From an optimization exercise on the open Yosys and OpenROAD flow, aimed at small area, a short achievable clock period and few clock cycles per item; shortcuts taken in it are not production practice.
In this exercise RTL edits were held to simulation tests only and were not proved equivalent to the original.

**flow/config.mk**
```make
export PLATFORM = sky130hd
export DESIGN_NAME = chacha20_stream_cipher
export DESIGN_NICKNAME = chacha20_stream_cipher
export VERILOG_FILES = /design/flow/design.v
export SDC_FILE = /design/flow/constraint.sdc
export NUM_CORES = 4
export LEC_CHECK = 0
export CAP_MARGIN = 20
export CELL_PAD_IN_SITES_DETAIL_PLACEMENT = 1
export CELL_PAD_IN_SITES_GLOBAL_PLACEMENT = 2
export CORE_MARGIN = 2
export CORE_UTILIZATION = 25
export PLACE_DENSITY = 0.3
export SETUP_SLACK_MARGIN = 1.0
export SLEW_MARGIN = 20
```
**flow/constraint.sdc**
```tcl
create_clock -name core_clock -period 24.0 [get_ports {clk}]
set_input_delay 4.8000 -clock core_clock [delete_from_list [all_inputs] [get_ports {clk}]]
set_output_delay 4.8000 -clock core_clock [all_outputs]
set_load 0.01 [all_outputs]
```
**flow/design.v**
```verilog
package cc20_pkg;
	localparam int DOUBLE_ROUNDS_DEF = 10;
	localparam int CFG_IDX_W = 3;
	localparam int CFG_DATA_W = 64;
	localparam logic [CFG_IDX_W-1:0] REG_KEY0 = 3'd0;
	localparam logic [CFG_IDX_W-1:0] REG_KEY1 = 3'd1;
	localparam logic [CFG_IDX_W-1:0] REG_KEY2 = 3'd2;
	localparam logic [CFG_IDX_W-1:0] REG_KEY3 = 3'd3;
	localparam logic [CFG_IDX_W-1:0] REG_NONCE_LO = 3'd4;
	localparam logic [CFG_IDX_W-1:0] REG_NONCE_HI = 3'd5;
	localparam logic [CFG_IDX_W-1:0] REG_INIT_CTR = 3'd6;
	localparam logic [31:0] SIGMA0 = 32'h61707865;
	localparam logic [31:0] SIGMA1 = 32'h3320646e;
	localparam logic [31:0] SIGMA2 = 32'h79622d32;
	localparam logic [31:0] SIGMA3 = 32'h6b206574;
	localparam int QDEPTH = 2;
	typedef logic [15:0][31:0] cc_state_t;
	typedef struct packed {
		logic [63:0] data;
		logic [3:0] count;
		logic [2:0] pos;
		logic new_block;
		logic [31:0] ctr;
	} cc_cmd_t;
endpackage
import cc20_pkg::*;
module cc20_front
(
	input logic clk,
	input logic arst_n,
	input logic in_valid,
	output logic in_ready,
	input logic [68:0] in_payload,
	input logic [31:0] init_ctr,
	output logic cmd_valid,
	input logic cmd_ready,
	output cc20_pkg::cc_cmd_t cmd
);
	logic [2:0] pos_q;
	logic ready_q;
	logic [31:0] ctr_q;
	logic start;
	logic need_block;
	logic [2:0] pos_eff;
	logic [31:0] ctr_eff;
	assign start = in_payload[4];
	assign pos_eff = start ? 3'd0 : pos_q;
	assign need_block = start || !ready_q;
	assign ctr_eff = start ? init_ctr : ctr_q;
	assign cmd_valid = in_valid;
	assign in_ready = cmd_ready;
	assign cmd.data = in_payload[68:5];
	assign cmd.count = in_payload[3:0];
	assign cmd.pos = pos_eff;
	assign cmd.new_block = need_block;
	assign cmd.ctr = ctr_eff;
	always_ff @(posedge clk or negedge arst_n) begin
		if (!arst_n) begin
			pos_q <= '0;
			ready_q <= 1'b0;
			ctr_q <= '0;
		end else if (in_valid && cmd_ready) begin
			pos_q <= pos_eff + 3'd1;
			ready_q <= (pos_eff != 3'd7);
			if (need_block)
				ctr_q <= ctr_eff + 32'd1;
		end
	end
endmodule
import cc20_pkg::*;
module cc20_queue
(
	input logic clk,
	input logic arst_n,
	input logic in_valid,
	output logic in_ready,
	input cc20_pkg::cc_cmd_t in_cmd,
	output logic out_valid,
	input logic out_ready,
	output cc20_pkg::cc_cmd_t out_cmd
);
	logic [103:0] mem_q [QDEPTH];
	logic rd_q, wr_q;
	logic [1:0] cnt_q;
	logic push, pop;
	assign in_ready = cnt_q != 2'(QDEPTH);
	assign out_valid = cnt_q != 2'd0;
	assign out_cmd = mem_q[rd_q];
	assign push = in_valid && in_ready;
	assign pop = out_valid && out_ready;
	always_ff @(posedge clk) begin
		if (push)
			mem_q[wr_q] <= in_cmd;
	end
	always_ff @(posedge clk or negedge arst_n) begin
		if (!arst_n) begin
			rd_q <= 1'b0;
			wr_q <= 1'b0;
			cnt_q <= '0;
		end else begin
			if (push)
				wr_q <= ~wr_q;
			if (pop)
				rd_q <= ~rd_q;
			cnt_q <= cnt_q + 2'(push) - 2'(pop);
		end
	end
endmodule
import cc20_pkg::*;
module cc20_back
#(
	parameter int DOUBLE_ROUNDS = DOUBLE_ROUNDS_DEF
) (
	input logic clk,
	input logic arst_n,
	input logic cmd_valid,
	output logic cmd_ready,
	input cc20_pkg::cc_cmd_t cmd,
	input logic [255:0] key,
	input logic [95:0] nonce,
	output logic out_valid,
	input logic out_ready,
	output logic [67:0] out_payload
);
	function automatic logic [31:0] rotl(input logic [31:0] v, input int s);
		rotl = (v << s) | (v >> (32 - s));
	endfunction
	function automatic logic [127:0] quarter(input logic [127:0] x);
		logic [31:0] a, b, c, d;
		a = x[31:0]; b = x[63:32]; c = x[95:64]; d = x[127:96];
		a = a + b; d = rotl(d ^ a, 16);
		c = c + d; b = rotl(b ^ c, 12);
		a = a + b; d = rotl(d ^ a, 8);
		c = c + d; b = rotl(b ^ c, 7);
		quarter = {d, c, b, a};
	endfunction
	function automatic logic [63:0] byte_mask(input logic [3:0] cnt);
		logic [63:0] m;
		m = '0;
		for (int i = 0; i < 8; i++) begin
			if (cnt > 4'(i))
				m[i*8 +: 8] = 8'hff;
		end
		byte_mask = m;
	endfunction
	localparam int RW = $clog2(2 * DOUBLE_ROUNDS + 1);
	logic [511:0] init_q, work_q, block_q;
	logic busy_q;
	logic gen_done_q;
	logic [RW-1:0] round_q;
	logic out_valid_q;
	logic [67:0] out_q;
	logic [511:0] rnd;
	logic [511:0] init_c;
	logic [63:0] ks;
	logic can_out;
	logic gen_start;
	logic last_round;
	assign init_c = {nonce[95:64], nonce[63:32], nonce[31:0], cmd.ctr, key[255:224],
		key[223:192], key[191:160], key[159:128], key[127:96], key[95:64], key[63:32],
		key[31:0], SIGMA3, SIGMA2, SIGMA1, SIGMA0};
	always_comb begin
		logic [127:0] q0, q1, q2, q3;
		rnd = work_q;
		if (!round_q[0]) begin
			q0 = quarter({work_q[384 +: 32], work_q[256 +: 32], work_q[128 +: 32], work_q[0 +: 32]});
			q1 = quarter({work_q[416 +: 32], work_q[288 +: 32], work_q[160 +: 32], work_q[32 +: 32]});
			q2 = quarter({work_q[448 +: 32], work_q[320 +: 32], work_q[192 +: 32], work_q[64 +: 32]});
			q3 = quarter({work_q[480 +: 32], work_q[352 +: 32], work_q[224 +: 32], work_q[96 +: 32]});
			{rnd[384 +: 32], rnd[256 +: 32], rnd[128 +: 32], rnd[0 +: 32]} = q0;
			{rnd[416 +: 32], rnd[288 +: 32], rnd[160 +: 32], rnd[32 +: 32]} = q1;
			{rnd[448 +: 32], rnd[320 +: 32], rnd[192 +: 32], rnd[64 +: 32]} = q2;
			{rnd[480 +: 32], rnd[352 +: 32], rnd[224 +: 32], rnd[96 +: 32]} = q3;
		end else begin
			q0 = quarter({work_q[480 +: 32], work_q[320 +: 32], work_q[160 +: 32], work_q[0 +: 32]});
			q1 = quarter({work_q[384 +: 32], work_q[352 +: 32], work_q[192 +: 32], work_q[32 +: 32]});
			q2 = quarter({work_q[416 +: 32], work_q[256 +: 32], work_q[224 +: 32], work_q[64 +: 32]});
			q3 = quarter({work_q[448 +: 32], work_q[288 +: 32], work_q[128 +: 32], work_q[96 +: 32]});
			{rnd[480 +: 32], rnd[320 +: 32], rnd[160 +: 32], rnd[0 +: 32]} = q0;
			{rnd[384 +: 32], rnd[352 +: 32], rnd[192 +: 32], rnd[32 +: 32]} = q1;
			{rnd[416 +: 32], rnd[256 +: 32], rnd[224 +: 32], rnd[64 +: 32]} = q2;
			{rnd[448 +: 32], rnd[288 +: 32], rnd[128 +: 32], rnd[96 +: 32]} = q3;
		end
	end
	assign ks = block_q[{cmd.pos, 6'd0} +: 64];
	assign can_out = !out_valid_q || out_ready;
	assign gen_start = cmd_valid && !busy_q && cmd.new_block && !gen_done_q;
	assign last_round = busy_q && round_q == RW'(2 * DOUBLE_ROUNDS - 1);
	assign cmd_ready = cmd_valid && !busy_q && (!cmd.new_block || gen_done_q) && can_out;
	assign out_valid = out_valid_q;
	assign out_payload = out_q;
	always_ff @(posedge clk) begin
		if (gen_start) begin
			init_q <= init_c;
			work_q <= init_c;
		end else if (busy_q) begin
			work_q <= rnd;
		end
		if (last_round) begin
			for (int k = 0; k < 16; k++)
				block_q[32*k +: 32] <= rnd[32*k +: 32] + init_q[32*k +: 32];
		end
		if (cmd_ready)
			out_q <= {(cmd.data ^ ks) & byte_mask(cmd.count), cmd.count};
	end
	always_ff @(posedge clk or negedge arst_n) begin
		if (!arst_n) begin
			busy_q <= 1'b0;
			gen_done_q <= 1'b0;
			round_q <= '0;
			out_valid_q <= 1'b0;
		end else begin
			if (gen_start) begin
				busy_q <= 1'b1;
				round_q <= '0;
			end else if (busy_q) begin
				round_q <= round_q + RW'(1);
				if (last_round)
					busy_q <= 1'b0;
			end
			if (last_round)
				gen_done_q <= 1'b1;
			else if (cmd_ready)
				gen_done_q <= 1'b0;
			if (cmd_ready)
				out_valid_q <= 1'b1;
			else if (out_ready)
				out_valid_q <= 1'b0;
		end
	end
endmodule
import cc20_pkg::*;
module chacha20_stream_cipher
#(
	parameter int DOUBLE_ROUNDS = DOUBLE_ROUNDS_DEF
) (
	input logic clk,
	input logic arst_n,
	input logic cfg_we,
	input logic [CFG_IDX_W-1:0] cfg_idx,
	input logic [CFG_DATA_W-1:0] cfg_wdata,
	input logic in_valid,
	output logic in_ready,
	input logic [68:0] in_payload,
	output logic out_valid,
	input logic out_ready,
	output logic [67:0] out_payload
);
	logic [255:0] key_q;
	logic [95:0] nonce_q;
	logic [31:0] init_ctr_q;
	logic f_valid, f_ready, b_valid, b_ready;
	cc20_pkg::cc_cmd_t f_cmd, b_cmd;
	always_ff @(posedge clk or negedge arst_n) begin
		if (!arst_n) begin
			key_q <= '0;
			nonce_q <= '0;
			init_ctr_q <= '0;
		end else if (cfg_we) begin
			case (cfg_idx)
				REG_KEY0: key_q[63:0] <= cfg_wdata;
				REG_KEY1: key_q[127:64] <= cfg_wdata;
				REG_KEY2: key_q[191:128] <= cfg_wdata;
				REG_KEY3: key_q[255:192] <= cfg_wdata;
				REG_NONCE_LO: nonce_q[63:0] <= cfg_wdata;
				REG_NONCE_HI: nonce_q[95:64] <= cfg_wdata[31:0];
				REG_INIT_CTR: init_ctr_q <= cfg_wdata[31:0];
				default: ;
			endcase
		end
	end
	cc20_front u_front (
		.clk(clk), .arst_n(arst_n), .in_valid(in_valid), .in_ready(in_ready), .in_payload(in_payload), .init_ctr(init_ctr_q),
		.cmd_valid(f_valid), .cmd_ready(f_ready), .cmd(f_cmd)
	);
	cc20_queue u_queue (
		.clk(clk), .arst_n(arst_n), .in_valid(f_valid), .in_ready(f_ready),
		.in_cmd(f_cmd), .out_valid(b_valid), .out_ready(b_ready), .out_cmd(b_cmd)
	);
	cc20_back #(.DOUBLE_ROUNDS(DOUBLE_ROUNDS)) u_back (
		.clk(clk), .arst_n(arst_n), .cmd_valid(b_valid), .cmd_ready(b_ready),
		.cmd(b_cmd), .key(key_q), .nonce(nonce_q), .out_valid(out_valid), .out_ready(out_ready), .out_payload(out_payload)
	);
endmodule
```
**flow/run.sh**
```bash
#!/bin/bash
# synth_recipe.tcl (not shown) runs the flow's synth.tcl, then flattens the netlist and writes it again
# the make line also repeats each setting of config.mk as NAME=value (left out here)
make -C /OpenROAD-flow-scripts/flow DESIGN_CONFIG=/design/flow/config.mk WORK_HOME=/design/flow/orfs CLKGATE_MAP_FILE= SYNTH_SCRIPT=/design/flow/synth_recipe.tcl finish
```
==> flow_summary.toml <==
[outcome]
status = "finished clean"

[logic_synthesis]
async_reset_ff_share_pct = 20.4
yosys.area.top_type = "edfxtp_1"
ys.warnings.count = 4
avgSynthCellArea_um2 = 10.3
synthesis.nets = 17263
synthCells = 15695
synth.area.top_cells = "edfxtp_1 29%, ha_1 11%, xnor2_1 6.8%"
synth.most_common_cell = "edfxtp_1"
synth.yosys.seq_area_share_pct = 37.2
synth_edf_count = 1556
ys.flop_type = "edfxtp_1"
synthTopCellsByCount = "1556 x edfxtp_1, 1383 x ha_1, 1247 x xnor2_1, 1171 x a21oi_1, 1100 x xor2_1"
ys_ff_latch = 2116
yosys.area.top_type_share_pct = 28.9
syn_area_um2 = 162000
synth_cell_types = 106

[clocking]
cts_htree_levels = 5
cts_made_buffers = 290
clkLatencyLatePin_ps = 1040
path_clk_slew_ps = 60
cts_buffer_depth = 4
numClockSinks = 2116
cts_tree = "built"
root_buffer = "clkbuf_16"

[die]
row_count = 295
ios = 211
die_h_um = 808
die-area_um2 = 653000
die_w_um = 808
core_um2 = 644000
start_util_pct = 25.1

[cells_and_area]
area_growth_syn_to_layout_pct = 18.5
drive_gt1_share_pct = 14.1
nFillCells = 72010
fin_area_um2 = 191000
nNetsFinal = 17985

[route]
vias = 150976
first_pass_iters = 6
via_per_inst = 5.90
drt-wirelength-per-cell_um = 52.6
ant_nets = 0
routed_wl_um = 1350000
drc = 0
drtIter0Drc = 22159

[timing]
setup_viol = 0
rsz0062_at_grt = "true"
slew_headroom_pct = 4.23
skew_ps = 105
hold_violations = 0
fin_crit_ps = 22990
period_share_pct = 95.8
worstMarginPinSlew_ps = 1430
fmax_ghz = 0.0435
fin_setup_tns_ps = 0
finalMaxSlewViolations = 0

[global_routing]
grt-ovfl-total = 0
grt_pass1_wl_um = 1660000
grt_start_max_net_pins = 112
grt_antenna_before_repair = 346
grt_pass1_vias = 142014
grt_use_total_pct = 39.7

[min_path]
hp-class = "reg2reg"

[placement]
dpl.hpwl_um = 1160000
numPortBuffers = 210
dpl-instance-area_um2 = 180000
place_congestion = 1.08

[setup_path]
crit_end = "u_back.block_q[158]"
critPathCaptureType = "flop"
r2r_start = "u_back.work_q[128]"
path_buf_inv = 4
startpoint = "u_back.work_q[128]"
worstPathArrival_ps = 23760
cpMaxStageDelayCell = "xnor2_1"
path_depth = 65
rrSetupSlack_ps = 1010
path_max_fanout = 6
cp-start-kind = "flop"
critPathMaxStageDelay_ps = 1000
cp.required_ps = 24760
path_class = "reg2reg"
path_delay_family = "compound AO/OA/AOI/OAI gates"
cpMostUsedCell = "a21oi_1"
r2r_cells = 65
reg2reg_to = "u_back.block_q[158]"

[flow_run]
maxCapViolations = 0
[registers in the layout, indices dropped and copies added (netlist names), 3 cells and up]
signal / count
u_back.block_q: 512
u_back.work_q: 512
u_back.init_q: 384
key_q: 256
u_queue.mem_q: 208
nonce_q: 96
u_back.out_q: 68
init_ctr_q: 32
u_front.ctr_q: 32
u_back.round_q: 5
u_front.pos_q: 3
[worst min path at each step]
| stage | cells after the start | start | slack, ps | to |
|---|---|---|---|---|
| final | 0 | key_q[43] | 460 | u_back.init_q[171] |
| after global routing | 0 | nonce_q[37] | 460 | u_back.init_q[453] |
| after CTS | 0 | nonce_q[37] | 450 | u_back.init_q[453] |
| after detailed placement | 0 | key_q[223] | 450 | u_back.init_q[351] |
| after global placement | 0 | key_q[147] | 450 | u_back.init_q[275] |
| after floorplan | 0 | nonce_q[80] | 430 | u_back.init_q[496] |
[cell type report]
class                      count  area [µm²]  area share [%]
clock buffer                 375        8020            4.19
antenna                      327         818           0.428
multi-input combinational  12670      101000            52.6
timing repair buffer         853        7140            3.73
clock inverter               160        1930            1.01
sequential                  2116       60100            31.4
inverter                     486        1850           0.966
tap                         8613       10800            5.63
[cell usage in the layout, fill, tap and decap left out, types with 273 or more instances in the layout]
cell type  netlist  final
dfrtp_1        432    429
a21o_1         547    547
inv_1          482    480
edfxtp_1      1556   1556
nand3_1        273    273
o21ai_0        762    749
nand2_1       1089   1086
nor2_1         986    980
diode_2          0    327
a22o_1         356    356
buf_4            0    601
clkbuf_16        0    296
ha_1          1383   1383
mux2_2         568    568
xnor2_1       1247   1104
a21oi_1       1171   1155
xor2_1        1100    989
[stage by stage]
stage / std cells / utilization, % / hold WS, ps / worst slack, ps
6_report: 25600 / 29.7 / 458 / 1010
5_1_grt: 25420 / 29.6 / 462 / 969
4_1_cts: 25264 / 29.5 / 445 / 1250
3_5_place_dp: 24729 / 28.0 / 453 / 1400
3_3_place_gp: 24702 / 27.8 / 451 / 1340
2_1_floorplan: 15695 / - / 433 / 6090
[metal layers]
layer  vias up  track usage [%]  wire length (µm)
met5         -                0               349
met4        56             30.9            122000
met3      1822             8.92            117000
met2      8901             55.1            539000
met1     80053             53.1            569000
li1      60144                -                 -
[cell families after synthesis]
group                    Yosys count  share of synthesized area, %
AO/OA/AOI/OAI                   4309                          17.9
XOR/XNOR                        2429                          13.9
adder cells (fa/ha/maj)         1427                          11.3
buffers and inverters            909                          2.13
flip-flops                      2116                          37.2
multiplexers                     961                          7.39
AND/OR/NAND/NOR                 3544                          10.3
[what timing repair did]
action,in CTS,in global routing
resized for setup,0,7
setup buffers,0,0
endpoints found under the setup margin,0,8
hold buffers,0,0
hold endpoints to repair,0,0
Testbench counts, summed over its fixed seeds: cycles 9,461, words 2,260.

==> what the ideal ports hide <==
How much do the figures lean on ideal ports? The routed layout below was timed once more, with nothing changed but the port constraints. Step 1 (the two cells are an assumption about what drives the block):
set clk [get_ports {clk}]
set_driving_cell -lib_cell sky130_fd_sc_hd__clkbuf_16 $clk
set_driving_cell -lib_cell sky130_fd_sc_hd__buf_2 [delete_from_list [all_inputs] $clk]
Step 2 times the ports against the registers' clock, not the clock port: input delays grow and output delays shrink by t, the midpoint of the rising clock arrivals with the driver on. Slacks: ideal ports / drivers / drivers and shift; pairs: ideal ports / drivers.
t, ns: 1.143
setup WS [ns]: 1.005 / 1.005 / 1.005
worst hold slack (ns): 0.458 / 0.458 / 0.458
cell pins on the clock port's net: 1
After both steps this run still meets setup and hold. For this run, drivers alone change the setup slack by 0.000 ns; drivers and shift together by 0.000 ns.
